This design comes from an exercise in tuning for a short achievable clock period and few clock cycles on the open sky130 flow, not from production work. In this exercise RTL edits were held to simulation tests only and were not proved equivalent to the original. No activity file was given, so power comes from the tool's default toggle rates.

### flow/design.v
package dcachePkg;
	localparam int WORD_W = 32;
	localparam int SETS = 8;
	localparam int IDX_W = 3;
	localparam int TAG_W = 26;
	localparam int WORD_BYTES = 4;
	localparam logic [WORD_W-1:0] STATS_ADDR = 32'h00003100;
	typedef logic [WORD_W-1:0] word_t;
	typedef struct packed {
		logic [TAG_W-1:0] tag;
		logic [IDX_W-1:0] idx;
		logic             blkOff;
		logic [1:0]       bytOff;
	} dAddr_t;
	typedef struct packed {
		word_t wordA;
		word_t wordB;
	} block_t;
	typedef struct packed {
		logic [TAG_W-1:0] tag;
		block_t           data;
		logic             valid;
		logic             dirty;
	} frame_t;
	typedef struct packed {
		logic   ren;
		logic   wen;
		dAddr_t addr;
		word_t  store;
	} cpuReq_t;
	typedef struct packed {
		logic  ren;
		logic  wen;
		word_t addr;
		word_t store;
	} memReq_t;
	typedef struct packed {
		logic             fillA;
		logic             fillB;
		logic             store;
		logic             clean;
		logic             touchTag;
		logic [IDX_W-1:0] idx;
		logic [TAG_W-1:0] tag;
		logic             wordSel;
		word_t            data;
	} wayCmd_t;
	typedef enum logic [3:0] {
		IDLE      = 4'h0,
		READHIT   = 4'h1,
		OVERWRITE = 4'h2,
		WRITEHIT  = 4'h3,
		WBA       = 4'h4,
		WBB       = 4'h5,
		FILLA     = 4'h6,
		FILLB     = 4'h7,
		FLUSH     = 4'h8,
		STATS     = 4'h9,
		STOP      = 4'hA
	} cacheState_t;
endpackage
`timescale 1ns/1ps
module dcacheTop (
	input  logic        CLK,
	input  logic        nRST,
	input  logic        cpuRen,
	input  logic        cpuWen,
	input  logic [31:0] cpuAddr,
	input  logic [31:0] cpuStore,
	input  logic        halt,
	output logic        dHit,
	output logic [31:0] loadData,
	output logic        flushed,
	output logic        memRen,
	output logic        memWen,
	output logic [31:0] memAddr,
	output logic [31:0] memStore,
	input  logic [31:0] memLoad,
	input  logic        memWait
);
	localparam logic [3:0] S_LOOK  = 4'd0;   
	localparam logic [3:0] S_RESP  = 4'd1;   
	localparam logic [3:0] S_RESPM = 4'd2;   
	localparam logic [3:0] S_WBA   = 4'd3;   
	localparam logic [3:0] S_WBB   = 4'd4;
	localparam logic [3:0] S_FA    = 4'd5;   
	localparam logic [3:0] S_FB    = 4'd6;
	localparam logic [3:0] S_FWA   = 4'd7;   
	localparam logic [3:0] S_FWB   = 4'd8;
	localparam logic [3:0] S_FST   = 4'd9;   
	localparam logic [3:0] S_DONE  = 4'd10;
	logic [25:0] tag0 [8];
	logic [25:0] tag1 [8];
	logic [31:0] a0 [8];
	logic [31:0] b0 [8];
	logic [31:0] a1 [8];
	logic [31:0] b1 [8];
	logic [7:0]  valid0, valid1;
	logic [7:0]  dirty0, dirty1;
	logic [7:0]  lru;        
	logic [31:0] hitCount;
	logic [3:0]  state;
	logic        vWay;       
	logic        hWay;       
	logic        fWay;       
	logic [2:0]  fIdx;
	logic [31:0] holdA;      
	logic [31:0] loadQ;      
	logic        dHitQ, flushedQ, memRenQ, memWenQ;
	logic [31:0] loadDataQ, memAddrQ, memStoreQ;
	assign dHit = dHitQ;
	assign loadData = loadDataQ;
	assign flushed = flushedQ;
	assign memRen = memRenQ;
	assign memWen = memWenQ;
	assign memAddr = memAddrQ;
	assign memStore = memStoreQ;
	logic        rqWen;
	logic [29:0] rqAddr;
	logic [31:0] rqStore;
	always_ff @(posedge CLK) begin
		rqWen <= cpuWen;
		rqAddr <= cpuAddr[31:2];
		rqStore <= cpuStore;
		loadQ <= memLoad;
	end
	logic        lkReq, lkHalt;
	logic [29:0] lkAddr;
	assign lkReq   = cpuRen || cpuWen;
	assign lkHalt  = halt;
	assign lkAddr  = cpuAddr[31:2];
	logic [25:0] cTag;
	logic [2:0]  idx;
	logic        off;
	assign cTag = lkAddr[29:4];
	assign idx  = lkAddr[3:1];
	assign off  = lkAddr[0];
	logic [7:0] eq0, eq1;
	always_comb begin
		for (int s = 0; s < 8; s++) begin
			eq0[s] = valid0[s] && (tag0[s] == cTag);
			eq1[s] = valid1[s] && (tag1[s] == cTag);
		end
	end
	logic hit0, hit1, hit;
	assign hit0 = eq0[idx];
	assign hit1 = eq1[idx];
	assign hit = hit0 || hit1;
	logic [31:0] w0, w1;
	assign w0 = off ? b0[idx] : a0[idx];
	assign w1 = off ? b1[idx] : a1[idx];
	logic vw;
	assign vw = !valid0[idx] ? 1'b0 : !valid1[idx] ? 1'b1 : !lru[idx];
	logic vDirty;
	assign vDirty = vw ? dirty1[idx] : dirty0[idx];
	logic [25:0] vTag;
	assign vTag = vw ? tag1[idx] : tag0[idx];
	logic [31:0] vA;
	assign vA = vw ? a1[idx] : a0[idx];
	logic [25:0] mTag;
	logic [2:0]  mIdx;
	logic        mOff;
	assign mTag = rqAddr[29:4];
	assign mIdx = rqAddr[3:1];
	assign mOff = rqAddr[0];
	logic [25:0] mvTag;
	logic [31:0] mvB;
	assign mvTag = vWay ? tag1[mIdx] : tag0[mIdx];
	assign mvB = vWay ? b1[mIdx] : b0[mIdx];
	logic found;
	logic fw;
	logic [2:0] fi;
	always_comb begin
		fw = 1'b0;
		fi = '0;
		for (int s = 7; s >= 0; s--) begin
			if (dirty1[s]) begin
				fw = 1'b1;
				fi = 3'(s);
			end
		end
		for (int s = 7; s >= 0; s--) begin
			if (dirty0[s]) begin
				fw = 1'b0;
				fi = 3'(s);
			end
		end
	end
	assign found = (|dirty0) || (|dirty1);
	logic [25:0] sTag;
	logic [31:0] sA;
	assign sTag = fw ? tag1[fi] : tag0[fi];
	assign sA = fw ? a1[fi] : a0[fi];
	logic [31:0] fB;
	assign fB = fWay ? b1[fIdx] : b0[fIdx];
	logic [31:0] scanAddr, scanStore;
	assign scanAddr = found ? {sTag, fi, 3'b000} : 32'h00003100;
	assign scanStore = found ? sA : hitCount;
	logic look, resp, respWrite;
	assign look = (state == S_LOOK);
	assign resp = (state == S_RESP);
	assign respWrite = resp && rqWen;
	logic startFlush;    
	assign startFlush = (look && !lkReq && lkHalt) || (state == S_FWB && !memWait);
	always_ff @(posedge CLK, negedge nRST) begin
		if (!nRST) begin
			state <= S_LOOK;
			dHitQ <= 1'b0;
			flushedQ <= 1'b0;
			memRenQ <= 1'b0;
			memWenQ <= 1'b0;
		end else begin
			dHitQ <= 1'b0;
			case (state)
				S_LOOK: begin
					if (lkReq) begin
						if (hit) begin
							dHitQ <= 1'b1;
							state <= S_RESP;
						end else if (vDirty) begin
							memWenQ <= 1'b1;
							state <= S_WBA;
						end else begin
							memRenQ <= 1'b1;
							state <= S_FA;
						end
					end else if (lkHalt) begin
						memWenQ <= 1'b1;
						state <= found ? S_FWA : S_FST;
					end
				end
				S_RESP, S_RESPM: state <= S_LOOK;
				S_WBA: if (!memWait) state <= S_WBB;
				S_WBB: if (!memWait) begin
					memWenQ <= 1'b0;
					memRenQ <= 1'b1;
					state <= S_FA;
				end
				S_FA: if (!memWait) state <= S_FB;
				S_FB: if (!memWait) begin
					memRenQ <= 1'b0;
					dHitQ <= 1'b1;
					state <= S_RESPM;
				end
				S_FWA: if (!memWait) state <= S_FWB;
				S_FWB: if (!memWait) state <= found ? S_FWA : S_FST;
				S_FST: if (!memWait) begin
					memWenQ <= 1'b0;
					flushedQ <= 1'b1;
					state <= S_DONE;
				end
				S_DONE: state <= S_DONE;
				default: state <= S_LOOK;
			endcase
		end
	end
	always_ff @(posedge CLK) begin
		case (state)
			S_LOOK: begin
				vWay <= vw;
				hWay <= hit1;
				if (lkHalt && !lkReq) begin
					memAddrQ <= scanAddr;
					memStoreQ <= scanStore;
				end else begin
					memAddrQ <= {(vDirty ? vTag : cTag), idx, 3'b000};
					memStoreQ <= vA;
				end
			end
			S_WBA: if (!memWait) begin
				memAddrQ <= {mvTag, mIdx, 3'b100};
				memStoreQ <= mvB;
			end
			S_WBB: if (!memWait) memAddrQ <= {mTag, mIdx, 3'b000};
			S_FA: if (!memWait) memAddrQ <= {mTag, mIdx, 3'b100};
			S_FWA: if (!memWait) begin
				memAddrQ <= {memAddrQ[31:3], 3'b100};
				memStoreQ <= fB;
			end
			S_FWB: if (!memWait) begin
				memAddrQ <= scanAddr;
				memStoreQ <= scanStore;
			end
			S_FST: ;
			default: ;
		endcase
		loadDataQ <= (state == S_FB) ? (mOff ? memLoad : holdA) : (hit0 ? w0 : w1);
		if (state == S_FA) begin
			holdA <= memLoad;
		end
		if (startFlush) begin
			fWay <= fw;
			fIdx <= fi;
		end
	end
	logic fill;
	assign fill = (state == S_RESPM);
	always_ff @(posedge CLK, negedge nRST) begin
		if (!nRST) begin
			valid0 <= '0;
			valid1 <= '0;
			dirty0 <= '0;
			dirty1 <= '0;
			lru <= '0;
			hitCount <= '0;
		end else begin
			if (resp) begin
				hitCount <= hitCount + 32'd1;
				lru[mIdx] <= hWay;
			end
			if (respWrite) begin
				if (hWay) dirty1[mIdx] <= 1'b1;
				else dirty0[mIdx] <= 1'b1;
			end
			if (fill) begin
				lru[mIdx] <= vWay;
				if (vWay) begin
					valid1[mIdx] <= 1'b1;
					dirty1[mIdx] <= rqWen;
				end else begin
					valid0[mIdx] <= 1'b1;
					dirty0[mIdx] <= rqWen;
				end
			end
			if (startFlush && found) begin
				if (fw) dirty1[fi] <= 1'b0;
				else dirty0[fi] <= 1'b0;
			end
		end
	end
	always_ff @(posedge CLK) begin
		if (respWrite) begin
			if (hWay) begin
				if (mOff) b1[mIdx] <= rqStore;
				else a1[mIdx] <= rqStore;
			end else begin
				if (mOff) b0[mIdx] <= rqStore;
				else a0[mIdx] <= rqStore;
			end
		end
		if (fill) begin
			if (vWay) begin
				tag1[mIdx] <= mTag;
				a1[mIdx] <= (rqWen && !mOff) ? rqStore : holdA;
				b1[mIdx] <= (rqWen && mOff) ? rqStore : loadQ;
			end else begin
				tag0[mIdx] <= mTag;
				a0[mIdx] <= (rqWen && !mOff) ? rqStore : holdA;
				b0[mIdx] <= (rqWen && mOff) ? rqStore : loadQ;
			end
		end
	end
endmodule
### flow/run.sh
#!/bin/bash
# synth_recipe.tcl (not shown) runs the flow's synth.tcl, then flattens the netlist and writes it again
# the make line also repeats each setting of config.mk as NAME=value (left out here)
make -C /OpenROAD-flow-scripts/flow DESIGN_CONFIG=/design/flow/config.mk WORK_HOME=/design/flow/orfs CLKGATE_MAP_FILE= SYNTH_SCRIPT=/design/flow/synth_recipe.tcl finish
### flow/config.mk
export PLATFORM = sky130hd
export DESIGN_NAME = dcacheTop
export DESIGN_NICKNAME = dcacheTop
export VERILOG_FILES = /design/flow/design.v
export SDC_FILE = /design/flow/constraint.sdc
export NUM_CORES = 4
export LEC_CHECK = 0
export CAP_MARGIN = 20
export CORE_MARGIN = 2
export CORE_UTILIZATION = 40
export SETUP_SLACK_MARGIN = 0.2
export SLEW_MARGIN = 20
### flow/constraint.sdc
create_clock -name core_clock -period 10.0 [get_ports {CLK}]
set_input_delay 2.0000 -clock core_clock [delete_from_list [all_inputs] [get_ports {CLK}]]
set_output_delay 2.0000 -clock core_clock [all_outputs]
set_load 0.01 [all_outputs]
==> results of run 1 <==
-- logic make-up after synthesis --
group,Yosys count
AND/OR/NAND/NOR,1868
flip-flops,1750
multiplexers,1171
AO/OA/AOI/OAI,1067
buffers and inverters,589
XOR/XNOR,451
adder cells (fa/ha/maj),8
other,1
-- flip-flops by register name, indices dropped and copies added, names as in the netlist, 30 cells and up, named ones only --
register   count
a0           256
a1           256
b0           256
b1           256
hitCount      32
holdA         32
loadDataQ     32
loadQ         32
memAddrQ      30
memStoreQ     32
rqAddr        30
rqStore       32
tag0         208
tag1         208
-- metrics by stage --
stage | hold WS [ns] | setup slack (ns)
6_report | 0.452 | 3.57
2_1_floorplan | 0.420 | 4.93
5_1_grt | 0.470 | 3.62
4_1_cts | 0.451 | 3.95
3_5_place_dp | 0.437 | 3.02
3_3_place_gp | 0.433 | 3.04
-- cells in the mapped netlist (130+ instances only) --
library cell | count | share of area
a22oi_1 | 149 | 0.012
nand2_1 | 888 | 0.036
a21oi_1 | 313 | 0.017
edfxtp_1 | 1540 | 0.50
xor2_1 | 258 | 0.024
clkbuf_1 | 327 | 0.013
o21ai_0 | 157 | 0.0084
dfxtp_1 | 130 | 0.028
mux2i_1 | 344 | 0.037
xnor2_1 | 193 | 0.018
mux4_2 | 680 | 0.16
buf_2 | 147 | 0.0079
nor2_1 | 198 | 0.0080
nand3_1 | 434 | 0.023
mux2_2 | 147 | 0.018
-- cell type report --
| cell class | instances | area, sq um | area share |
|---|---|---|---|
| inverters | 23 | 104 | 0.000983 |
| flip-flops and latches | 1750 | 50900 | 0.481 |
| repair buffers | 416 | 3720 | 0.0352 |
| well taps | 3043 | 3810 | 0.0360 |
| diodes | 13 | 32.5 | 0.000308 |
| clock inverters | 101 | 1340 | 0.0127 |
| clock buffers | 258 | 5300 | 0.0502 |
| multi-input cells | 4567 | 40500 | 0.383 |
-- worst paths after layout --
kind,from,end,cells after the start
worst max register to register,dirty0[2],memAddrQ[18],10
max in group asynchronous,nRST,valid0[0],2
worst max-delay path,cpuAddr[11],loadDataQ[20],10
worst min-delay path,valid0[4],valid0[4],1
min in group asynchronous,nRST,hitCount[23],1
worst min register to register,valid0[4],valid0[4],1
-- power breakdown --
part	internal, mW	switching, mW
clock network	4.40	3.12
registers	8.69	0.574
logic	2.83	5.29
-- metal layers --
metal,vias to the layer above,wire length [um],track usage,share of wire
met4,38,36000,0.244,0.088
met3,1408,54500,0.0967,0.13
met5,-,270,0,0.00066
li1,27300,-,-,-
met2,6268,177000,0.499,0.43
met1,35600,140000,0.423,0.34
==> impl_metrics.py, run 1 <==
metrics = {
    "logic_synthesis": {
        "synthArstFlopShare": 0.0457,
        "synth_seq_cells": 1750,
        "muxShareOfSynthArea": 0.219,
        "syn_inst": 6905,
        "synth_compound_area_frac": 0.0749,
        "ys.flop_type": "edfxtp_1",
        "synth-simple-area-share": 0.0905,
        "synth-xor-area-share": 0.0424,
        "synthAdderAreaFrac": 0.00107,
        "synth_top_family_by_area": "multiplexers",
        "yosys_warnings": 1,
        "synth-edff-count": 1540,
        "ys_seq_area_frac": 0.546,
        "avgSynthCellArea_sq_um": 13.5,
        "ys_types": 79,
        "syn-cell-area_sq_um": 93200,
    },
    "layout": {
        "fillCellCount": 20300,
        "design_area_sq_um": 106000,
        "final_cell_mix": "edfxtp_1 (1540), nand2_1 (882), mux4_2 (680)",
        "layout.nets": 7059,
        "drive_above_1_share": 0.206,
        "area_growth_syn_to_layout_pct": 13.4,
        "utilization": 0.455,
        "layout_commonest_cell": "edfxtp_1",
        "final_cells": 10200,
    },
    "floorplanning": {
        "die_h_um": 487,
        "io_pins": 202,
        "die_x_um": 487,
        "coreArea_sq_um": 232000,
        "num_rows": 177,
        "dieArea_sq_um": 237000,
        "initial_utilization": 0.401,
    },
    "detailed_routing": {
        "post_drt_wl_per_cell_um": 40.1,
        "drtPass1Iterations": 9,
        "dr.first_iter.drc_count": 12000,
        "drt-total-wl_um": 408000,
        "num_vias": 70600,
        "drt-vias-per-instance": 6.94,
        "route.detailed.drc": 0,
        "final_antenna_net_count": 0,
    },
    "sta": {
        "rsz0062_at_grt": "no",
        "fmax_mhz": 156,
        "relSlewSlack": 0.0734,
        "finalHoldViolCount": 0,
        "fin_worst_skew_ns": 0.0731,
        "setup_viol": 0,
        "min_period_ns": 6.43,
        "fin_crit_sh": 0.643,
        "worst_slew_pin_slew_ns": 1.39,
        "slew_violations": 0,
        "finalSetupTns_ns": 0,
    },
    "critical_path": {
        "worst-path-buf-inv": 2,
        "crit_path_start_kind": "input pin",
        "crit_slowest_cell": "clkdlybuf4s50_1",
        "cp_data_arrival_time_ns": 7.20,
        "path_class": "in -> reg",
        "crit_path_frequent_cell": "o22ai_1",
        "endpoint_kind": "register",
        "cp.required_ns": 10.78,
        "cp_top_family": "simple AND/OR/NAND/NOR gates",
        "crit_chain": "clkdlybuf4s50_1 -> xor2_1 -> nor4_1 -> nand4_1 -> o22ai_1 -> o22ai_1 -> nor2_4 -> buf_4 -> mux4_2 -> a21oi_1",
        "worstPathMaxFanout": 13,
        "cp_slowest_stage_delay_ns": 1.11,
        "r2r_slack_ns": 4.56,
    },
    "clocking": {
        "cts_made_buffers": 191,
        "clk_path_buf_depth": 3,
        "cts.sinks": 1750,
        "cts_tree": "yes",
        "cts_setup_buffers": 0,
        "cts_resized": 0,
        "cts-htree-levels": 4,
        "ctsRootBufferMaster": "clkbuf_16",
        "insertion_delay_ns": 0.88,
        "cts_hold_buf": 0,
        "clk_pin_slew_worst_paths_ns": 0.06,
    },
    "pwr": {
        "vdd_drop_max_mv": 0.222,
        "p_per_area_nw_per_um2": 236,
        "p_total_mw": 24.9,
        "leakagePower_nw": 35.0,
    },
    "place": {
        "port-buffer-count": 197,
        "placed_cell_area_sq_um": 99000,
        "gp_congestion": 1.05,
        "dp_hpwl_um": 255000,
        "dpl.cell_count": 9797,
    },
    "global_routing": {
        "grt-ovfl-total": 0,
        "grt_max_degree": 125,
        "antenna_found_initial": 39,
        "grt_pass1_vias": 67400,
        "track_usage": 0.337,
        "grt_pass1_wl_um": 553000,
    },
    "job": {
        "maxCapViolCount": 0,
    },
    "min_path": {
        "hold_class": "reg -> reg",
    },
    "status": {
        "outcome": "finished clean",
    },
}
Testbench counts, summed over its fixed seeds: cycles 73,532.
==> run 2, diff against run 1 <==
--- a/flow/design.v
+++ b/flow/design.v
@@ -90,4 +90,5 @@
 	localparam logic [3:0] S_FST   = 4'd9;   
 	localparam logic [3:0] S_DONE  = 4'd10;
+	localparam logic [3:0] S_FLUSH = 4'd11;  
 	logic [25:0] tag0 [8];
 	logic [25:0] tag1 [8];
@@ -143,7 +144,13 @@
 		end
 	end
+	logic [7:0] dec;
+	always_comb begin
+		for (int s = 0; s < 8; s++) begin
+			dec[s] = (idx == 3'(s));
+		end
+	end
 	logic hit0, hit1, hit;
-	assign hit0 = eq0[idx];
-	assign hit1 = eq1[idx];
+	assign hit0 = |(eq0 & dec);
+	assign hit1 = |(eq1 & dec);
 	assign hit = hit0 || hit1;
 	logic [31:0] w0, w1;
@@ -188,13 +195,24 @@
 	end
 	assign found = (|dirty0) || (|dirty1);
+	logic foundQ, fwQ;
+	logic [2:0] fiQ;
+	always_ff @(posedge CLK) begin
+		foundQ <= found;
+		fwQ <= fw;
+		fiQ <= fi;
+	end
 	logic [25:0] sTag;
 	logic [31:0] sA;
-	assign sTag = fw ? tag1[fi] : tag0[fi];
-	assign sA = fw ? a1[fi] : a0[fi];
+	assign sTag = fwQ ? tag1[fiQ] : tag0[fiQ];
+	assign sA = fwQ ? a1[fiQ] : a0[fiQ];
 	logic [31:0] fB;
 	assign fB = fWay ? b1[fIdx] : b0[fIdx];
 	logic [31:0] scanAddr, scanStore;
-	assign scanAddr = found ? {sTag, fi, 3'b000} : 32'h00003100;
-	assign scanStore = found ? sA : hitCount;
+	assign scanAddr = foundQ ? {sTag, fiQ, 3'b000} : 32'h00003100;
+	assign scanStore = foundQ ? sA : hitCount;
+	logic [31:0] fillWord, ld0, ld1;
+	assign fillWord = mOff ? memLoad : holdA;
+	assign ld0 = (state == S_FB) ? fillWord : w0;
+	assign ld1 = (state == S_FB) ? fillWord : w1;
 	logic look, resp, respWrite;
 	assign look = (state == S_LOOK);
@@ -202,5 +220,5 @@
 	assign respWrite = resp && rqWen;
 	logic startFlush;    
-	assign startFlush = (look && !lkReq && lkHalt) || (state == S_FWB && !memWait);
+	assign startFlush = (state == S_FLUSH) || (state == S_FWB && !memWait);
 	always_ff @(posedge CLK, negedge nRST) begin
 		if (!nRST) begin
@@ -226,6 +244,5 @@
 						end
 					end else if (lkHalt) begin
-						memWenQ <= 1'b1;
-						state <= found ? S_FWA : S_FST;
+						state <= S_FLUSH;
 					end
 				end
@@ -243,6 +260,10 @@
 					state <= S_RESPM;
 				end
+				S_FLUSH: begin
+					memWenQ <= 1'b1;
+					state <= foundQ ? S_FWA : S_FST;
+				end
 				S_FWA: if (!memWait) state <= S_FWB;
-				S_FWB: if (!memWait) state <= found ? S_FWA : S_FST;
+				S_FWB: if (!memWait) state <= foundQ ? S_FWA : S_FST;
 				S_FST: if (!memWait) begin
 					memWenQ <= 1'b0;
@@ -260,11 +281,10 @@
 				vWay <= vw;
 				hWay <= hit1;
-				if (lkHalt && !lkReq) begin
-					memAddrQ <= scanAddr;
-					memStoreQ <= scanStore;
-				end else begin
-					memAddrQ <= {(vDirty ? vTag : cTag), idx, 3'b000};
-					memStoreQ <= vA;
-				end
+				memAddrQ <= {(vDirty ? vTag : cTag), idx, 3'b000};
+				memStoreQ <= vA;
+			end
+			S_FLUSH: begin
+				memAddrQ <= scanAddr;
+				memStoreQ <= scanStore;
 			end
 			S_WBA: if (!memWait) begin
@@ -285,11 +305,11 @@
 			default: ;
 		endcase
-		loadDataQ <= (state == S_FB) ? (mOff ? memLoad : holdA) : (hit0 ? w0 : w1);
+		loadDataQ <= hit0 ? ld0 : ld1;
 		if (state == S_FA) begin
 			holdA <= memLoad;
 		end
 		if (startFlush) begin
-			fWay <= fw;
-			fIdx <= fi;
+			fWay <= fwQ;
+			fIdx <= fiQ;
 		end
 	end
@@ -323,7 +343,7 @@
 				end
 			end
-			if (startFlush && found) begin
-				if (fw) dirty1[fi] <= 1'b0;
-				else dirty0[fi] <= 1'b0;
+			if (startFlush && foundQ) begin
+				if (fwQ) dirty1[fiQ] <= 1'b0;
+				else dirty0[fiQ] <= 1'b0;
 			end
 		end
==> flow/flow/run.sh (new file) <==
#!/bin/bash
# The standard layout, with timing repair aimed well below the clock period
set -euo pipefail
bash standard.sh SETUP_SLACK_MARGIN=6.5 finish > standard.log 2>&1
==> flow/standard.sh (new file) <==
#!/bin/bash
# synth_recipe.tcl (not shown) runs the flow's synth.tcl, then flattens the netlist and writes it again
# the make line also repeats each setting of config.mk as NAME=value (left out here)
make -C /OpenROAD-flow-scripts/flow DESIGN_CONFIG=/design/flow/config.mk WORK_HOME=/design/flow/orfs CLKGATE_MAP_FILE= SYNTH_SCRIPT=/design/flow/synth_recipe.tcl "${@:-finish}"
--- a/flow/config.mk
+++ b/flow/config.mk
@@ -6,7 +6,7 @@
 export NUM_CORES = 4
 export LEC_CHECK = 0
+export ABC_CLOCK_PERIOD_IN_PS = 1500
 export CAP_MARGIN = 20
 export CORE_MARGIN = 2
 export CORE_UTILIZATION = 40
-export SETUP_SLACK_MARGIN = 0.2
 export SLEW_MARGIN = 20
removed: flow/run.sh
==> run 2 against run 1 <==
  * Sequential share of layout area is 2.8 points lower
  * Final cell count decreased by 6.0%
  * Critical path depth rose by 3
  * Clock power up 0.5%
  * Total power shrank 3.2%
  * Clock skew is 0.013 ns lower
  * Critical path type unchanged
  * Critical endpoint is now loadDataQ[13]
  * First-iteration DRC count grew 2.5%
  * Cell area rose by 6.4%
  * Wire length grew 1.2%
  * Sequential power shrank 0.5%
  * Hold slack better by 0.0030 ns
  * Combinational power is 9.7% lower
==> impl_metrics.py, run 2 <==
metrics = {
    "floorplanning": {
        "io_pins": 202,
        "num_rows": 175,
        "coreArea_sq_um": 228000,
        "initial_utilization": 0.403,
        "die_h_um": 483,
        "dieArea_sq_um": 233000,
        "die_x_um": 483,
    },
    "critical_path": {
        "crit_chain": "buf_4 -> xnor2_4 -> nand4_1 -> nor4_1 -> a22oi_1 -> nand4_1 -> buf_6 -> buf_16 -> buf_4 -> buf_16 -> a21oi_2 -> o21ai_1 -> a31oi_1",
        "crit_path_start_kind": "input pin",
        "reg2reg_from": "rqAddr[3]",
        "cp.required_ns": 10.72,
        "worstRegToRegCells": 9,
        "cp_data_arrival_time_ns": 4.69,
        "crit_slowest_cell": "nand4_1",
        "cp_slowest_stage_delay_ns": 0.37,
        "path_class": "in -> reg",
        "endpoint_kind": "register",
        "crit_start": "cpuAddr[11]",
        "worstPathMaxFanout": 18,
        "reg2reg_to": "memStoreQ[30]",
        "r2r_slack_ns": 6.35,
    },
    "sta": {
        "relSlewSlack": 0.197,
        "fin_worst_skew_ns": 0.0601,
        "setup_slack_ns": 6.02,
        "slew_violations": 0,
        "hold_ws_ns": 0.455,
        "finalSetupTns_ns": 0,
        "setup_viol": 0,
        "min_period_ns": 3.98,
        "worst_slew_pin_slew_ns": 1.20,
        "fmax_mhz": 252,
        "rsz0062_at_grt": "yes",
        "fin_crit_sh": 0.398,
        "finalHoldViolCount": 0,
    },
    "global_routing": {
        "grt_pass1_vias": 64600,
        "grt_max_degree": 56,
        "grt-ovfl-total": 0,
        "grt_pass1_wl_um": 555000,
        "antenna_found_initial": 41,
        "track_usage": 0.345,
    },
    "min_path": {
        "hold_depth": 2,
        "hold_class": "reg -> reg",
        "min_from": "fIdx[0]",
    },
    "clocking": {
        "insertion_delay_ns": 0.88,
        "cts_tree": "yes",
        "cts_hold_buf": 0,
        "cts_made_buffers": 192,
        "ctsRootBufferMaster": "clkbuf_16",
        "cts.sinks": 1755,
        "clk_path_buf_depth": 3,
        "cts-htree-levels": 4,
        "clk_pin_slew_worst_paths_ns": 0.06,
    },
    "pwr": {
        "pwr-share-comb": 0.304,
        "leakagePower_nw": 36.9,
        "p_total_mw": 24.1,
        "power_frac_clock": 0.314,
        "p_per_area_nw_per_um2": 214,
        "p_sw_mw": 7.97,
        "vdd_drop_max_mv": 0.190,
        "p_sw_frac": 0.331,
        "seq_power_share": 0.382,
        "p_int_mw": 16.1,
    },
    "logic_synthesis": {
        "yosysMostFrequentCell": "edfxtp_1",
        "syn_inst": 5965,
        "synth-simple-area-share": 0.0500,
        "synthArstFlopShare": 0.0456,
        "synth_seq_cells": 1755,
        "synth_top_area_share": 0.504,
        "ys_top_cells_by_area": "edfxtp_1 (50%), mux4_2 (20%), xnor2_1 (4.2%), mux2i_1 (3.3%), dfxtp_1 (2.9%)",
        "synth_area_leader_cell": "edfxtp_1",
        "synth_common_cells": "edfxtp_1 (1540), mux4_2 (812), xnor2_1 (435)",
        "synth-xor-area-share": 0.0430,
        "synth_top_family_by_area": "multiplexers",
        "synth_compound_area_frac": 0.0720,
        "ys_types": 73,
        "synth-edff-count": 1540,
        "muxShareOfSynthArea": 0.253,
        "ys_seq_area_frac": 0.555,
        "syn-cell-area_sq_um": 91800,
        "avgSynthCellArea_sq_um": 15.4,
        "ys.flop_type": "edfxtp_1",
        "yosys_warnings": 1,
        "synthAdderAreaFrac": 0.000954,
    },
    "status": {
        "outcome": "finished clean",
    },
    "layout": {
        "drive_above_1_share": 0.367,
        "final_cell_mix": "edfxtp_1 (1540), mux4_2 (812), nand2_1 (342)",
        "seq_area_sq_um": 51000,
        "layout_commonest_cell": "edfxtp_1",
        "fillCellCount": 18900,
        "final_cells": 9559,
        "layout.nets": 6466,
        "multi_input_area_sq_um": 42300,
        "area_growth_syn_to_layout_pct": 22.6,
    },
    "detailed_routing": {
        "drt-vias-per-instance": 7.15,
        "dr.first_iter.drc_count": 12300,
        "final_antenna_net_count": 0,
        "drtPass1Iterations": 8,
        "post_drt_wl_per_cell_um": 43.2,
        "num_vias": 68300,
        "route.detailed.drc": 0,
        "drt-total-wl_um": 413000,
    },
    "place": {
        "pre_cts_ws_ns": 3.00,
        "port-buffer-count": 197,
        "dpl.cell_count": 8869,
        "gp_congestion": 1.05,
        "dp_hpwl_um": 234000,
    },
    "job": {
        "maxCapViolCount": 0,
    },
}
[run 2: worst max-delay path by stage]
stage | cells after the start | endpoint | slack, ns
after global routing | 11 | memAddrQ[12] | 6.06
after global placement | 10 | loadDataQ[24] | 3.06
after floorplan | 9 | memAddrQ[14] | 5.95
after detailed placement | 10 | loadDataQ[24] | 3.00
final | 13 | loadDataQ[13] | 6.02
after CTS | 15 | loadDataQ[18] | 6.11
[run 2: cell families after synthesis]
logic type,Yosys count
DFF,1755
xor gates and xnor gates,451
and+or+nand+nor,956
other,1
adders and majority gates,7
AOI/OAI and AO/OA,994
muxes,1285
buffers and inverters,516
[run 2: routing by layer]
| metal | global-route usage | part of all wire |
|---|---|---|
| met1 | 0.437 | 0.34 |
| met2 | 0.492 | 0.42 |
| met3 | 0.145 | 0.16 |
| met4 | 0.205 | 0.074 |
| met5 | 0.00592 | 0.0011 |
[run 2: repair_timing]
action / 4_1_cts / 5_1_grt
gates resized for setup: 1054 / 201
setup buffers: 187 / 51
setup endpoints to repair: 2558 / 964
pin swaps: 111 / 99
cloned: 61 / 4
[run 2: power groups by stage]
stage | Sequential, mW | Clock [mW] | Combinational, mW
floorplan | 9.09 | 0 | 3.84
global placement | 9.34 | 0 | 6.20
detailed placement | 9.35 | 0 | 6.23
CTS | 9.18 | 7.58 | 6.85
global route | 9.24 | 7.86 | 7.45
finish | 9.22 | 7.56 | 7.32
[run 2: worst max-delay path, delay by kind of cell]
kind | cells | cell delay, ns
AOI/OAI and AO/OA | 4 | 0.60
xor gates and xnor gates | 1 | 0.33
buffers and inverters | 5 | 0.94
and+or+nand+nor | 3 | 0.77
[run 2: through the flow]
stage	area, sq um	util
after floorplan	92300	-
after global placement	97500	0.428
after detailed placement	97500	0.428
after CTS	111000	0.487
after global routing	112000	0.494
final	113000	0.494
[run 2: cell type report]
| type | instances | share of cell area |
|---|---|---|
| flip-flops and latches | 1755 | 0.454 |
| clock inverters | 102 | 0.0110 |
| repair inverters | 1 | 0.0000778 |
| multi-input cells | 3696 | 0.376 |
| diodes | 24 | 0.000534 |
| inverters | 23 | 0.00102 |
| clock buffers | 261 | 0.0484 |
| well taps | 3009 | 0.0335 |
| repair buffers | 688 | 0.0761 |
Testbench counts of run 2, summed over its fixed seeds: cycles 73,540.
==> run 3, diff against run 2 <==
--- a/flow/design.v
+++ b/flow/design.v
@@ -157,12 +157,14 @@
 	assign w0 = off ? b0[idx] : a0[idx];
 	assign w1 = off ? b1[idx] : a1[idx];
-	logic vw;
-	assign vw = !valid0[idx] ? 1'b0 : !valid1[idx] ? 1'b1 : !lru[idx];
-	logic vDirty;
-	assign vDirty = vw ? dirty1[idx] : dirty0[idx];
+	logic [7:0] vwS, wb0S, wb1S;
+	logic vw, wb0, wb1, vDirty;
+	assign vw = vwS[idx];
+	assign wb0 = wb0S[idx];
+	assign wb1 = wb1S[idx];
+	assign vDirty = wb0 || wb1;
 	logic [25:0] vTag;
-	assign vTag = vw ? tag1[idx] : tag0[idx];
+	assign vTag = wb1 ? tag1[idx] : tag0[idx];
 	logic [31:0] vA;
-	assign vA = vw ? a1[idx] : a0[idx];
+	assign vA = wb1 ? a1[idx] : a0[idx];
 	logic [25:0] mTag;
 	logic [2:0]  mIdx;
@@ -305,5 +307,6 @@
 			default: ;
 		endcase
-		loadDataQ <= hit0 ? ld0 : ld1;
+		loadDataQ[15:0] <= hit0 ? ld0[15:0] : ld1[15:0];
+		loadDataQ[31:16] <= hit1 ? ld1[31:16] : ld0[31:16];
 		if (state == S_FA) begin
 			holdA <= memLoad;
@@ -316,4 +319,33 @@
 	logic fill;
 	assign fill = (state == S_RESPM);
+	logic [7:0] valid0N, valid1N, dirty0N, dirty1N, lruN;
+	always_comb begin
+		valid0N = valid0;
+		valid1N = valid1;
+		dirty0N = dirty0;
+		dirty1N = dirty1;
+		lruN = lru;
+		if (resp) begin
+			lruN[mIdx] = hWay;
+		end
+		if (respWrite) begin
+			if (hWay) dirty1N[mIdx] = 1'b1;
+			else dirty0N[mIdx] = 1'b1;
+		end
+		if (fill) begin
+			lruN[mIdx] = vWay;
+			if (vWay) begin
+				valid1N[mIdx] = 1'b1;
+				dirty1N[mIdx] = rqWen;
+			end else begin
+				valid0N[mIdx] = 1'b1;
+				dirty0N[mIdx] = rqWen;
+			end
+		end
+		if (startFlush && foundQ) begin
+			if (fwQ) dirty1N[fiQ] = 1'b0;
+			else dirty0N[fiQ] = 1'b0;
+		end
+	end
 	always_ff @(posedge CLK, negedge nRST) begin
 		if (!nRST) begin
@@ -323,27 +355,21 @@
 			dirty1 <= '0;
 			lru <= '0;
+			vwS <= '0;
+			wb0S <= '0;
+			wb1S <= '0;
 			hitCount <= '0;
 		end else begin
+			valid0 <= valid0N;
+			valid1 <= valid1N;
+			dirty0 <= dirty0N;
+			dirty1 <= dirty1N;
+			lru <= lruN;
+			for (int i = 0; i < 8; i++) begin
+				vwS[i] <= !valid0N[i] ? 1'b0 : !valid1N[i] ? 1'b1 : !lruN[i];
+				wb0S[i] <= valid0N[i] && valid1N[i] && lruN[i] && dirty0N[i];
+				wb1S[i] <= valid0N[i] && !(valid1N[i] && lruN[i]) && dirty1N[i];
+			end
 			if (resp) begin
 				hitCount <= hitCount + 32'd1;
-				lru[mIdx] <= hWay;
-			end
-			if (respWrite) begin
-				if (hWay) dirty1[mIdx] <= 1'b1;
-				else dirty0[mIdx] <= 1'b1;
-			end
-			if (fill) begin
-				lru[mIdx] <= vWay;
-				if (vWay) begin
-					valid1[mIdx] <= 1'b1;
-					dirty1[mIdx] <= rqWen;
-				end else begin
-					valid0[mIdx] <= 1'b1;
-					dirty0[mIdx] <= rqWen;
-				end
-			end
-			if (startFlush && foundQ) begin
-				if (fwQ) dirty1[fiQ] <= 1'b0;
-				else dirty0[fiQ] <= 1'b0;
 			end
 		end
==> run 3 against run 2 <==
  * Non-clock buffer count grew 14
  * Cell area grew 3.7%
  * Via count grew 0.58%
  * Core utilization grew 0.75 points
  * Largest power group unchanged
  * Wire length grew 0.14%
  * Critical endpoint is now loadDataQ[14]
  * Count of clock-buffer cells in the layout grew 17
  * First-iteration DRC count shrank 8.0%
  * Combinational power grew 0.8%
  * Setup slack lost 0.18 ns
  * Hold slack gained 0.0075 ns
==> impl_metrics.py, run 3 <==
metrics = {
    "clocking": {
        "ctsRootBufferMaster": "clkbuf_16",
        "clk_pin_slew_worst_paths_ns": 0.06,
        "cts_made_buffers": 195,
        "cts-htree-levels": 4,
        "cts_tree": "yes",
        "clk_path_buf_depth": 3,
        "cts.sinks": 1779,
        "insertion_delay_ns": 0.91,
        "cts_hold_buf": 0,
    },
    "global_routing": {
        "grt_pass1_vias": 65400,
        "grt_max_degree": 135,
        "track_usage": 0.341,
        "antenna_found_initial": 18,
        "grt_pass1_wl_um": 555000,
        "grt-ovfl-total": 0,
    },
    "logic_synthesis": {
        "synth_common_cells": "edfxtp_1 (1540), mux4_2 (807), xnor2_1 (441)",
        "syn-cell-area_sq_um": 93500,
        "synth_seq_cells": 1779,
        "synthArstFlopShare": 0.0585,
        "synth-edff-count": 1540,
        "yosysMostFrequentCell": "edfxtp_1",
        "synth_area_leader_cell": "edfxtp_1",
        "ys_types": 80,
        "avgSynthCellArea_sq_um": 15.2,
        "synth_top_area_share": 0.495,
        "ys_seq_area_frac": 0.552,
        "yosys_warnings": 1,
        "ys_top_cells_by_area": "edfxtp_1 (49%), mux4_2 (19%), xnor2_1 (4.1%), mux2i_1 (3.4%), dfxtp_1 (2.9%)",
        "syn_inst": 6143,
        "ys.flop_type": "edfxtp_1",
    },
    "floorplanning": {
        "num_rows": 177,
        "die_x_um": 487,
        "coreArea_sq_um": 233000,
        "dieArea_sq_um": 238000,
        "die_h_um": 487,
        "initial_utilization": 0.402,
        "io_pins": 202,
    },
    "min_path": {
        "hold_depth": 2,
        "min_from": "fIdx[2]",
        "hold_class": "reg -> reg",
    },
    "critical_path": {
        "r2r_slack_ns": 6.40,
        "path_class": "in -> reg",
        "cp.required_ns": 10.74,
        "worstPathMaxFanout": 8,
        "crit_path_start_kind": "input pin",
        "reg2reg_to": "memStoreQ[25]",
        "worstRegToRegCells": 6,
        "reg2reg_from": "fiQ[2]",
        "endpoint_kind": "register",
        "cp_data_arrival_time_ns": 4.90,
    },
    "sta": {
        "setup_viol": 0,
        "fin_crit_sh": 0.416,
        "finalHoldViolCount": 0,
        "finalSetupTns_ns": 0,
        "fmax_mhz": 241,
        "slew_violations": 0,
        "rsz0062_at_grt": "yes",
        "min_period_ns": 4.16,
        "worst_slew_pin_slew_ns": 1.21,
        "fin_worst_skew_ns": 0.0821,
        "relSlewSlack": 0.193,
    },
    "detailed_routing": {
        "drt-total-wl_um": 414000,
        "final_antenna_net_count": 0,
        "post_drt_wl_per_cell_um": 42.3,
        "drtPass1Iterations": 6,
        "num_vias": 68700,
        "drt-vias-per-instance": 7.03,
        "route.detailed.drc": 0,
        "dr.first_iter.drc_count": 11300,
    },
    "layout": {
        "layout_commonest_cell": "edfxtp_1",
        "multi_input_area_sq_um": 45100,
        "layout.nets": 6650,
        "design_area_sq_um": 117000,
        "area_growth_syn_to_layout_pct": 24.8,
        "fillCellCount": 19000,
        "drive_above_1_share": 0.378,
        "seq_area_sq_um": 51600,
        "final_cell_mix": "edfxtp_1 (1540), mux4_2 (809), nand2_1 (308)",
    },
    "place": {
        "port-buffer-count": 197,
        "dp_hpwl_um": 241000,
        "gp_congestion": 1.06,
        "placed_cell_area_sq_um": 99500,
    },
    "pwr": {
        "p_per_area_nw_per_um2": 209,
        "vdd_drop_max_mv": 0.160,
        "leakagePower_nw": 39.1,
    },
    "job": {
        "maxCapViolCount": 0,
    },
    "status": {
        "outcome": "finished clean",
    },
}
run 3: cell count changes in the layout (fill, tap and decap cells not counted), moves of 32 or more:
cell	before	now
nor2b_1	37	1
xnor2_4	50	132
nand4_1	146	218
mux2i_1	254	292
xnor2_2	106	142
and3_1	9	41
nor2_1	113	148
xnor2_1	279	167
nand2_1	342	308
run 3: layout make-up:
type                            instances  area share
Sequential cell                      1779       0.443
Multi-Input combinational cell       3843       0.386
Timing Repair Buffer                  702      0.0783
Clock buffer                          278      0.0483
Tap cell                             3043      0.0326
Clock inverter                         93      0.0104
Inverter                               20    0.000837
Antenna cell                           14    0.000300
run 3: through the flow:
step / setup WS (ns) / hold slack [ns] / cells / power (mW) / utilization
CTS: 6.09 / 0.463 / 9692 / 24.0 / 0.496
finish: 5.84 / 0.462 / 9772 / 24.3 / 0.502
floorplan: 6.15 / 0.406 / 6144 / 13.2 / -
global route: 5.94 / 0.502 / 9759 / 24.9 / 0.501
detailed placement: 3.35 / 0.437 / 9067 / 15.9 / 0.428
global placement: 2.99 / 0.429 / 9067 / 15.9 / 0.428
run 3: worst max-delay path by stage:
stage / start / to / slack, ns
2_1_floorplan: cpuAddr[3] / memStoreQ[9] / 6.15
3_3_place_gp: cpuAddr[21] / loadDataQ[3] / 2.99
3_5_place_dp: cpuAddr[26] / loadDataQ[3] / 3.35
4_1_cts: cpuAddr[12] / loadDataQ[7] / 6.09
5_1_grt: cpuAddr[12] / loadDataQ[20] / 5.94
6_report: cpuAddr[12] / loadDataQ[14] / 5.84
run 3: power breakdown:
group / total, mW / switching [mW] / leakage (nW) / internal (mW)
clock: 7.65 / 3.22 / 3.31 / 4.43
combinational: 7.38 / 4.37 / 19.4 / 3.01
sequential: 9.31 / 0.538 / 16.4 / 8.77
total: 24.3 / 8.12 / 39.1 / 16.2
run 3: repair_timing:
| action | CTS | global route |
|---|---|---|
| pin swaps | 158 | 48 |
| cloned | 69 | 11 |
| resized for setup | 1390 | 135 |
| endpoints found under the setup margin | 2059 | 678 |
| buffers inserted | 185 | 55 |
run 3: critical path, stage by stage:
cell,delay [ns]
buf_12,0.11
buf_12,0.14
xnor2_4,0.30
nand4_1,0.45
nor4_4,0.38
a22oi_2,0.14
and4_4,0.25
buf_12,0.16
buf_16,0.16
mux2i_2,0.17
nor4_4,0.53
a221oi_2,0.06
run 3: logic make-up after synthesis:
kind of cell             Yosys count  share of synthesized area
flip-flops                      1779                      0.552
multiplexers                    1310                      0.251
AND/OR/NAND/NOR                 1141                     0.0626
AO/OA/AOI/OAI                    930                     0.0657
buffers and inverters            523                     0.0255
XOR/XNOR                         452                     0.0424
adder cells (fa/ha/maj)            7                   0.000937
other                              1                  0.0000401
run 3: per-layer routing:
layer	share of wire	GRT usage	vias up	routed length, um
li1	-	-	25900	-
met1	0.36	0.448	35300	148000
met2	0.43	0.497	6060	177000
met3	0.14	0.111	1370	58400
met4	0.071	0.193	17	29400
met5	0.00071	0	-	295
Testbench counts of run 3, summed over its fixed seeds: cycles 73,540.
==> run 4, diff against run 3 <==
--- a/flow/design.v
+++ b/flow/design.v
@@ -91,4 +91,5 @@
 	localparam logic [3:0] S_DONE  = 4'd10;
 	localparam logic [3:0] S_FLUSH = 4'd11;  
+	localparam logic [3:0] S_FIX   = 4'd12;  
 	logic [25:0] tag0 [8];
 	logic [25:0] tag1 [8];
@@ -154,4 +155,13 @@
 	assign hit1 = |(eq1 & dec);
 	assign hit = hit0 || hit1;
+	logic [7:0] pm1;
+	always_comb begin
+		for (int s = 0; s < 8; s++) begin
+			pm1[s] = valid1[s] && (tag1[s][3:0] == cTag[3:0]);
+		end
+	end
+	logic pred, mispred;
+	assign pred = |(pm1 & dec);
+	assign mispred = cpuRen && ((hit0 && pred) || (hit1 && !pred));
 	logic [31:0] w0, w1;
 	assign w0 = off ? b0[idx] : a0[idx];
@@ -213,8 +223,12 @@
 	assign scanAddr = foundQ ? {sTag, fiQ, 3'b000} : 32'h00003100;
 	assign scanStore = foundQ ? sA : hitCount;
-	logic [31:0] fillWord, ld0, ld1;
+	logic [31:0] fillWord;
 	assign fillWord = mOff ? memLoad : holdA;
-	assign ld0 = (state == S_FB) ? fillWord : w0;
-	assign ld1 = (state == S_FB) ? fillWord : w1;
+	logic [31:0] fixWord;
+	assign fixWord = hWay ? (mOff ? b1[mIdx] : a1[mIdx]) : (mOff ? b0[mIdx] : a0[mIdx]);
+	logic altLd;
+	logic [31:0] altWord;
+	assign altLd = (state == S_FB) || (state == S_FIX);
+	assign altWord = (state == S_FB) ? fillWord : fixWord;
 	logic look, resp, respWrite;
 	assign look = (state == S_LOOK);
@@ -236,6 +250,10 @@
 					if (lkReq) begin
 						if (hit) begin
-							dHitQ <= 1'b1;
-							state <= S_RESP;
+							if (mispred) begin
+								state <= S_FIX;
+							end else begin
+								dHitQ <= 1'b1;
+								state <= S_RESP;
+							end
 						end else if (vDirty) begin
 							memWenQ <= 1'b1;
@@ -250,4 +268,8 @@
 				end
 				S_RESP, S_RESPM: state <= S_LOOK;
+				S_FIX: begin
+					dHitQ <= 1'b1;
+					state <= S_RESP;
+				end
 				S_WBA: if (!memWait) state <= S_WBB;
 				S_WBB: if (!memWait) begin
@@ -307,6 +329,5 @@
 			default: ;
 		endcase
-		loadDataQ[15:0] <= hit0 ? ld0[15:0] : ld1[15:0];
-		loadDataQ[31:16] <= hit1 ? ld1[31:16] : ld0[31:16];
+		loadDataQ <= altLd ? altWord : (pred ? w1 : w0);
 		if (state == S_FA) begin
 			holdA <= memLoad;
==> run 4 against run 3 <==
  * Still clean
  * Register-to-register slack got worse by 0.10 ns
  * Clock skew down 0.011 ns
  * Flip-flop and latch count did not move
  * Wire length grew 4.9%
  * Critical path depth down 11
  * Total power is 2.9% lower
  * Clock power hardly changed
  * Die area is 2.2% higher
  * Critical endpoint is now memStore[11]
  * Largest cell class unchanged
==> impl_metrics.py, run 4 <==
metrics = {
    "sta": {
        "rsz0062_at_grt": "yes",
        "finalSetupTns_ns": 0,
        "setup_viol": 0,
        "min_period_ns": 3.89,
        "relSlewSlack": 0.181,
        "worst_slew_pin_slew_ns": 1.23,
        "fmax_mhz": 257,
        "finalHoldViolCount": 0,
        "slew_violations": 0,
        "fin_worst_skew_ns": 0.0713,
        "hold_ws_ns": 0.487,
        "fin_crit_sh": 0.389,
    },
    "job": {
        "maxCapViolCount": 0,
    },
    "critical_path": {
        "reg2reg_from": "rqAddr[2]",
        "endpoint_kind": "output port",
        "r2r_slack_ns": 6.30,
        "cp_slowest_stage_delay_ns": 0.71,
        "crit_start": "memStoreQ[11]",
        "crit_path_start_kind": "register",
        "cp_data_arrival_time_ns": 1.89,
        "cp_top_family": "flip-flops",
        "path_depth": 1,
        "crit_chain": "buf_2",
        "worst-path-buf-inv": 1,
        "reg2reg_to": "loadDataQ[5]",
        "worstRegToRegCells": 10,
        "critPathCapture": "memStore[11]",
        "worstPathMaxFanout": 1,
        "cp.required_ns": 8.00,
        "crit_slowest_cell": "edfxtp_1",
        "path_class": "reg -> out",
    },
    "logic_synthesis": {
        "yosys_warnings": 1,
        "synthArstFlopShare": 0.0585,
        "syn_inst": 6501,
        "avgSynthCellArea_sq_um": 14.7,
        "syn-cell-area_sq_um": 95500,
        "yosysMostFrequentCell": "edfxtp_1",
        "ys.flop_type": "edfxtp_1",
        "synth_seq_cells": 1779,
        "ys_top_cells_by_area": "edfxtp_1 (48%), mux4_2 (19%), a22oi_1 (4.7%), mux2i_1 (3.7%), xnor2_1 (3.4%)",
        "synth_top_area_share": 0.484,
        "ys_seq_area_frac": 0.540,
        "ys_types": 71,
        "synth_common_cells": "edfxtp_1 (1540), mux4_2 (788), a22oi_1 (602)",
        "synth-edff-count": 1540,
        "synth_area_leader_cell": "edfxtp_1",
    },
    "global_routing": {
        "grt_max_degree": 135,
        "grt-ovfl-total": 0,
        "antenna_found_initial": 33,
        "grt_pass1_vias": 69900,
        "track_usage": 0.347,
        "grt_pass1_wl_um": 583000,
    },
    "place": {
        "dp_hpwl_um": 237000,
        "dpl.cell_count": 9480,
        "gp_congestion": 1.03,
        "port-buffer-count": 197,
    },
    "layout": {
        "layout.nets": 6896,
        "final_cells": 10100,
        "fillCellCount": 20000,
        "area_growth_syn_to_layout_pct": 20.1,
        "layout_commonest_cell": "edfxtp_1",
        "drive_above_1_share": 0.326,
        "utilization": 0.483,
        "final_cell_mix": "edfxtp_1 (1540), mux4_2 (788), a22oi_1 (601)",
    },
    "pwr": {
        "vdd_drop_max_mv": 0.206,
        "leakagePower_nw": 37.1,
        "p_total_mw": 23.6,
        "p_per_area_nw_per_um2": 206,
    },
    "detailed_routing": {
        "dr.first_iter.drc_count": 13600,
        "num_vias": 73800,
        "post_drt_wl_per_cell_um": 42.8,
        "route.detailed.drc": 0,
        "drt-total-wl_um": 434000,
        "final_antenna_net_count": 0,
        "drt-vias-per-instance": 7.28,
        "drtPass1Iterations": 12,
    },
    "floorplanning": {
        "dieArea_sq_um": 243000,
        "num_rows": 179,
        "die_h_um": 493,
        "initial_utilization": 0.402,
        "die_x_um": 493,
        "io_pins": 202,
        "coreArea_sq_um": 238000,
    },
    "clocking": {
        "cts-htree-levels": 4,
        "cts.sinks": 1779,
        "clk_pin_slew_worst_paths_ns": 0.06,
        "clk_path_buf_depth": 3,
        "insertion_delay_ns": 0.91,
        "cts_hold_buf": 0,
        "cts_made_buffers": 193,
        "ctsRootBufferMaster": "clkbuf_16",
        "cts_tree": "yes",
    },
    "min_path": {
        "min_from": "fIdx[1]",
        "hold_class": "reg -> reg",
    },
    "status": {
        "outcome": "finished clean",
    },
}
-- run 4: how the worst min path moves through the flow --
| stage | endpoint | slack, ns | cells past startpoint |
|---|---|---|---|
| finish | register | 0.49 | 1 |
| global route | register | 0.50 | 1 |
| CTS | register | 0.48 | 1 |
| detailed placement | register | 0.46 | 1 |
| global placement | register | 0.45 | 1 |
| floorplan | fIdx[2] | 0.43 | 0 |
-- run 4: area by class of cell --
| type | count | area [sq um] | share of cell area |
|---|---|---|---|
| multi-input cells | 4131 | 44500 | 0.388 |
| clock buffers | 271 | 5410 | 0.0471 |
| repair buffers | 653 | 7690 | 0.0670 |
| diodes | 19 | 47.5 | 0.000414 |
| repair inverters | 2 | 17.5 | 0.000153 |
| inverters | 26 | 114 | 0.000992 |
| flip-flops and latches | 1779 | 51700 | 0.450 |
| well taps | 3167 | 3960 | 0.0345 |
| clock inverters | 94 | 1370 | 0.0120 |
-- run 4: through the flow --
step | cell area, sq um | setup WS, ns
floorplan | 96400 | 5.96
global placement | 101000 | 3.62
detailed placement | 101000 | 3.57
CTS | 113000 | 6.07
global route | 115000 | 6.15
finish | 115000 | 6.11
-- run 4: kinds of logic after synthesis --
logic type | after synthesis | share of synthesized area
AOI/OAI and AO/OA | 1358 | 0.0970
xor gates and xnor gates | 451 | 0.0413
adders and majority gates | 8 | 0.00105
buffers and inverters | 597 | 0.0266
DFF | 1779 | 0.540
muxes | 1295 | 0.241
other | 1 | 0.0000393
and+or+nand+nor | 1012 | 0.0534
-- run 4: metal layers --
metal,up-vias,part of all wire,global-route usage
met3,1663,0.16,0.124
met5,-,0.00039,0.00176
met4,20,0.075,0.210
met2,7421,0.42,0.494
li1,27400,-,-
met1,37300,0.34,0.452
-- run 4: report_power, final --
part / total, mW / internal (mW) / switching [mW] / leakage [nW]
sequential: 9.39 / 8.75 / 0.632 / 16.4
clock: 7.65 / 4.45 / 3.20 / 3.25
combinational: 6.59 / 2.52 / 4.07 / 17.5
total: 23.6 / 15.7 / 7.91 / 37.1
-- run 4: timing repair --
action	4_1_cts	5_1_grt
cloned	48	10
gates resized for setup	1009	184
setup endpoints to repair	1716	499
setup buffers	174	46
pin swaps	97	59
Testbench counts of run 4, summed over its fixed seeds: cycles 73,635.
==> run 5, diff against run 4 <==
--- a/flow/design.v
+++ b/flow/design.v
@@ -300,33 +300,58 @@
 		end
 	end
-	always_ff @(posedge CLK) begin
+	logic [25:0] fTag;
+	logic [31:0] fA;
+	assign fTag = fWay ? tag1[fIdx] : tag0[fIdx];
+	assign fA = fWay ? a1[fIdx] : a0[fIdx];
+	logic [31:0] mvA;
+	assign mvA = vWay ? a1[mIdx] : a0[mIdx];
+	logic [31:0] addrN, storeN;
+	always_comb begin
+		addrN = {mTag, mIdx, 3'b100};
+		storeN = mvB;
 		case (state)
 			S_LOOK: begin
-				vWay <= vw;
-				hWay <= hit1;
-				memAddrQ <= {(vDirty ? vTag : cTag), idx, 3'b000};
-				memStoreQ <= vA;
+				addrN = {(vDirty ? vTag : cTag), idx, 3'b000};
+				storeN = vA;
 			end
 			S_FLUSH: begin
-				memAddrQ <= scanAddr;
-				memStoreQ <= scanStore;
+				addrN = scanAddr;
+				storeN = scanStore;
+			end
+			S_WBA: begin
+				addrN = {mvTag, mIdx, !memWait, 2'b00};
+				storeN = memWait ? mvA : mvB;
+			end
+			S_WBB: begin
+				addrN = memWait ? {mvTag, mIdx, 3'b100} : {mTag, mIdx, 3'b000};
+				storeN = mvB;
+			end
+			S_FA: addrN = {mTag, mIdx, !memWait, 2'b00};
+			S_FB: addrN = {mTag, mIdx, 3'b100};
+			S_FWA: begin
+				addrN = {fTag, fIdx, !memWait, 2'b00};
+				storeN = memWait ? fA : fB;
+			end
+			S_FWB: begin
+				addrN = memWait ? {fTag, fIdx, 3'b100} : scanAddr;
+				storeN = memWait ? fB : scanStore;
+			end
+			S_FST: begin
+				addrN = 32'h00003100;
+				storeN = hitCount;
 			end
-			S_WBA: if (!memWait) begin
-				memAddrQ <= {mvTag, mIdx, 3'b100};
-				memStoreQ <= mvB;
-			end
-			S_WBB: if (!memWait) memAddrQ <= {mTag, mIdx, 3'b000};
-			S_FA: if (!memWait) memAddrQ <= {mTag, mIdx, 3'b100};
-			S_FWA: if (!memWait) begin
-				memAddrQ <= {memAddrQ[31:3], 3'b100};
-				memStoreQ <= fB;
-			end
-			S_FWB: if (!memWait) begin
-				memAddrQ <= scanAddr;
-				memStoreQ <= scanStore;
+			default: ;
+		endcase
+	end
+	always_ff @(posedge CLK) begin
+		case (state)
+			S_LOOK: begin
+				vWay <= vw;
+				hWay <= hit1;
 			end
-			S_FST: ;
 			default: ;
 		endcase
+		memAddrQ <= addrN;
+		memStoreQ <= storeN;
 		loadDataQ <= altLd ? altWord : (pred ? w1 : w0);
 		if (state == S_FA) begin
==> run 5 against run 4 <==
  * Still clean on timing, DRC and antenna
  * Non-clock buffer count grew 29
  * First-iteration DRC count grew 24%
  * Flip-flop and latch count is the same
  * Area after synthesis grew 10%
  * Die area grew 10%
  * Largest power group unchanged
  * Highest routed layer unchanged
==> impl_metrics.py, run 5 <==
metrics = {
    "layout": {
        "design_area_sq_um": 125000,
        "area_growth_syn_to_layout_pct": 18.9,
        "drive_above_1_share": 0.365,
        "final_cell_mix": "edfxtp_1 (1478), mux4_2 (1097), mux2i_1 (375)",
        "fillCellCount": 22100,
        "layout_commonest_cell": "edfxtp_1",
        "utilization": 0.478,
        "layout.nets": 7516,
        "seq_area_sq_um": 51100,
        "multi_input_area_sq_um": 54000,
    },
    "floorplanning": {
        "dieArea_sq_um": 267000,
        "initial_utilization": 0.402,
        "die_h_um": 517,
        "die_x_um": 517,
        "coreArea_sq_um": 262000,
        "io_pins": 202,
        "num_rows": 188,
    },
    "logic_synthesis": {
        "avgSynthCellArea_sq_um": 14.6,
        "synth-edff-count": 1478,
        "synth_common_cells": "edfxtp_1 (1478), mux4_2 (1097), xnor2_1 (387)",
        "synth_seq_cells": 1779,
        "yosys_warnings": 1,
        "synth_top_area_share": 0.422,
        "ys_top_cells_by_area": "edfxtp_1 (42%), mux4_2 (23%), dfxtp_1 (3.8%), mux2i_1 (3.7%), mux2_2 (3.2%)",
        "syn-cell-area_sq_um": 105000,
        "synthArstFlopShare": 0.0585,
        "synth_area_leader_cell": "edfxtp_1",
        "ys_types": 82,
        "syn_inst": 7178,
        "ys.flop_type": "edfxtp_1",
        "ys_seq_area_frac": 0.484,
        "yosysMostFrequentCell": "edfxtp_1",
    },
    "sta": {
        "finalSetupTns_ns": 0,
        "fin_crit_sh": 0.383,
        "fin_worst_skew_ns": 0.146,
        "rsz0062_at_grt": "yes",
        "slew_violations": 0,
        "fmax_mhz": 261,
        "worst_slew_pin_slew_ns": 1.22,
        "relSlewSlack": 0.188,
        "finalHoldViolCount": 0,
        "setup_viol": 0,
        "min_period_ns": 3.83,
    },
    "detailed_routing": {
        "post_drt_wl_per_cell_um": 46.6,
        "drt-vias-per-instance": 7.65,
        "dr.first_iter.drc_count": 16800,
        "drtPass1Iterations": 12,
        "final_antenna_net_count": 0,
        "route.detailed.drc": 0,
        "drt-total-wl_um": 518000,
        "num_vias": 85000,
    },
    "global_routing": {
        "track_usage": 0.379,
        "grt_pass1_wl_um": 689000,
        "grt_pass1_vias": 79300,
        "antenna_found_initial": 47,
        "grt-ovfl-total": 0,
        "grt_max_degree": 134,
    },
    "pwr": {
        "p_int_mw": 16.4,
        "p_total_mw": 25.2,
        "p_sw_mw": 8.80,
        "p_per_area_nw_per_um2": 202,
        "power_frac_clock": 0.307,
        "vdd_drop_max_mv": 0.224,
        "pwr-share-comb": 0.321,
        "leakagePower_nw": 40.7,
        "p_sw_frac": 0.349,
        "seq_power_share": 0.372,
    },
    "clocking": {
        "insertion_delay_ns": 0.96,
        "cts.sinks": 1779,
        "clk_pin_slew_worst_paths_ns": 0.06,
        "cts_made_buffers": 203,
        "ctsRootBufferMaster": "clkbuf_16",
        "clk_path_buf_depth": 4,
        "cts_hold_buf": 0,
        "cts_tree": "yes",
        "cts-htree-levels": 4,
    },
    "critical_path": {
        "cp.required_ns": 10.80,
        "path_class": "in -> reg",
        "worstPathMaxFanout": 20,
        "crit_slowest_cell": "mux4_2",
        "cp_slowest_stage_delay_ns": 0.51,
        "cp_data_arrival_time_ns": 4.63,
        "endpoint_kind": "register",
        "crit_chain": "buf_16 -> and3b_2 -> nand4_1 -> nor3_4 -> nor4_4 -> buf_12 -> nand2_8 -> buf_12 -> buf_16 -> mux4_2 -> a221o_1",
        "crit_path_start_kind": "input pin",
    },
    "job": {
        "maxCapViolCount": 0,
    },
    "place": {
        "port-buffer-count": 197,
        "placed_cell_area_sq_um": 111000,
        "dp_hpwl_um": 289000,
        "gp_congestion": 1.01,
    },
    "min_path": {
        "hold_class": "reg -> reg",
    },
    "status": {
        "outcome": "finished clean",
    },
}
run 5: logic make-up after synthesis:
family | Yosys count | synth area share
other cells | 1 | 0.0000357
buf+inv | 688 | 0.0297
flops | 1779 | 0.484
compound gates | 1367 | 0.0933
simple gates | 1102 | 0.0504
xor+xnor | 452 | 0.0376
fa+ha+maj | 7 | 0.000833
mux | 1782 | 0.304
run 5: per-stage QoR:
stage	instances	hold slack [ns]	setup WS, ns
after floorplan	7179	0.406	5.93
after global placement	10400	0.454	2.97
after detailed placement	10400	0.467	2.93
after CTS	11000	0.481	6.21
after global routing	11100	0.512	6.15
final	11100	0.480	6.17
run 5: routing by layer:
layer / GRT usage / part of all wire / wire (um) / vias up
met5: 0 / 0.00058 / 302 / -
met1: 0.472 / 0.33 / 170000 / 42600
li1: - / - / - / 30500
met2: 0.521 / 0.40 / 209000 / 9402
met4: 0.254 / 0.086 / 44400 / 42
met3: 0.178 / 0.18 / 94600 / 2431
run 5: area by class of cell:
class	instances	share of cell area
clock inverters	85	0.00841
repair buffers	682	0.0680
clock buffers	284	0.0462
diodes	32	0.000640
flip-flops and latches	1779	0.409
multi-input cells	4717	0.432
well taps	3515	0.0352
inverters	24	0.000971
run 5: repair_timing:
action,4_1_cts,5_1_grt
setup endpoints to repair,2646,334
resized for setup,996,183
setup buffers,188,34
pin swaps,93,56
cloned,52,7
run 5: worst paths after layout:
kind                                 start           end  slack [ns]  depth (start not counted)
worst max-delay path            cpuAddr[4]  loadDataQ[1]        6.17                         11
worst min-delay path               fIdx[0]      register        0.48                          2
worst max register to register   rqAddr[2]      a1[3][6]        6.32                          5
worst min register to register     fIdx[0]      register        0.48                          2
max in group asynchronous             nRST         dHitQ        7.49                          2
min in group asynchronous             nRST        lru[2]        1.18                          1
run 5: worst max-delay path: cells and delay by family:
family,cells,cell delay [ns]
compound gates,1,0.38
buf+inv,4,0.67
mux,1,0.51
simple gates,5,0.99
run 5: power by group through the flow:
stage                     sequential, mW  clock [mW]  combinational, mW
after floorplan                     9.09           0               4.11
after global placement              9.45           0               6.74
after global routing                9.40        8.03               8.12
after detailed placement            9.45           0               6.78
after CTS                           9.35        7.75               7.42
final                               9.38        7.76               8.10
Testbench counts of run 5, summed over its fixed seeds: cycles 73,635.

-- what the ideal ports hide --
How much do the figures lean on ideal ports? The routed layouts below were timed once more, with nothing changed but the port constraints. Step 1 assumes that a clkbuf_16 drives the clock port and a buf_2 every other input. Step 2, shift: input delay + t, output delay - t, t = (earliest + latest rising clock arrival at the registers) / 2. This alone moves slack from input paths to output paths. Three values: ideal, step 1, step 2; two values: the first two.
run	t (ns)	setup WS [ns]	worst setup path after step 2	pins driven straight from the clock port
run 1	0.952	3.573 / 3.650 / 2.698	input to register	1
run 2	0.953	6.025 / 5.820 / 4.867	input to register	1
run 3	0.970	5.844 / 5.733 / 4.763	input to register	1
run 4	0.978	6.113 / 5.985 / 5.006	input to register	1
run 5	0.995	6.170 / 5.921 / 4.926	input to register	1
After both steps setup and hold are still met in every run listed. The setup slack of run 5, which loses most, moves by -0.249 ns with the drivers and by -1.244 ns with both steps.
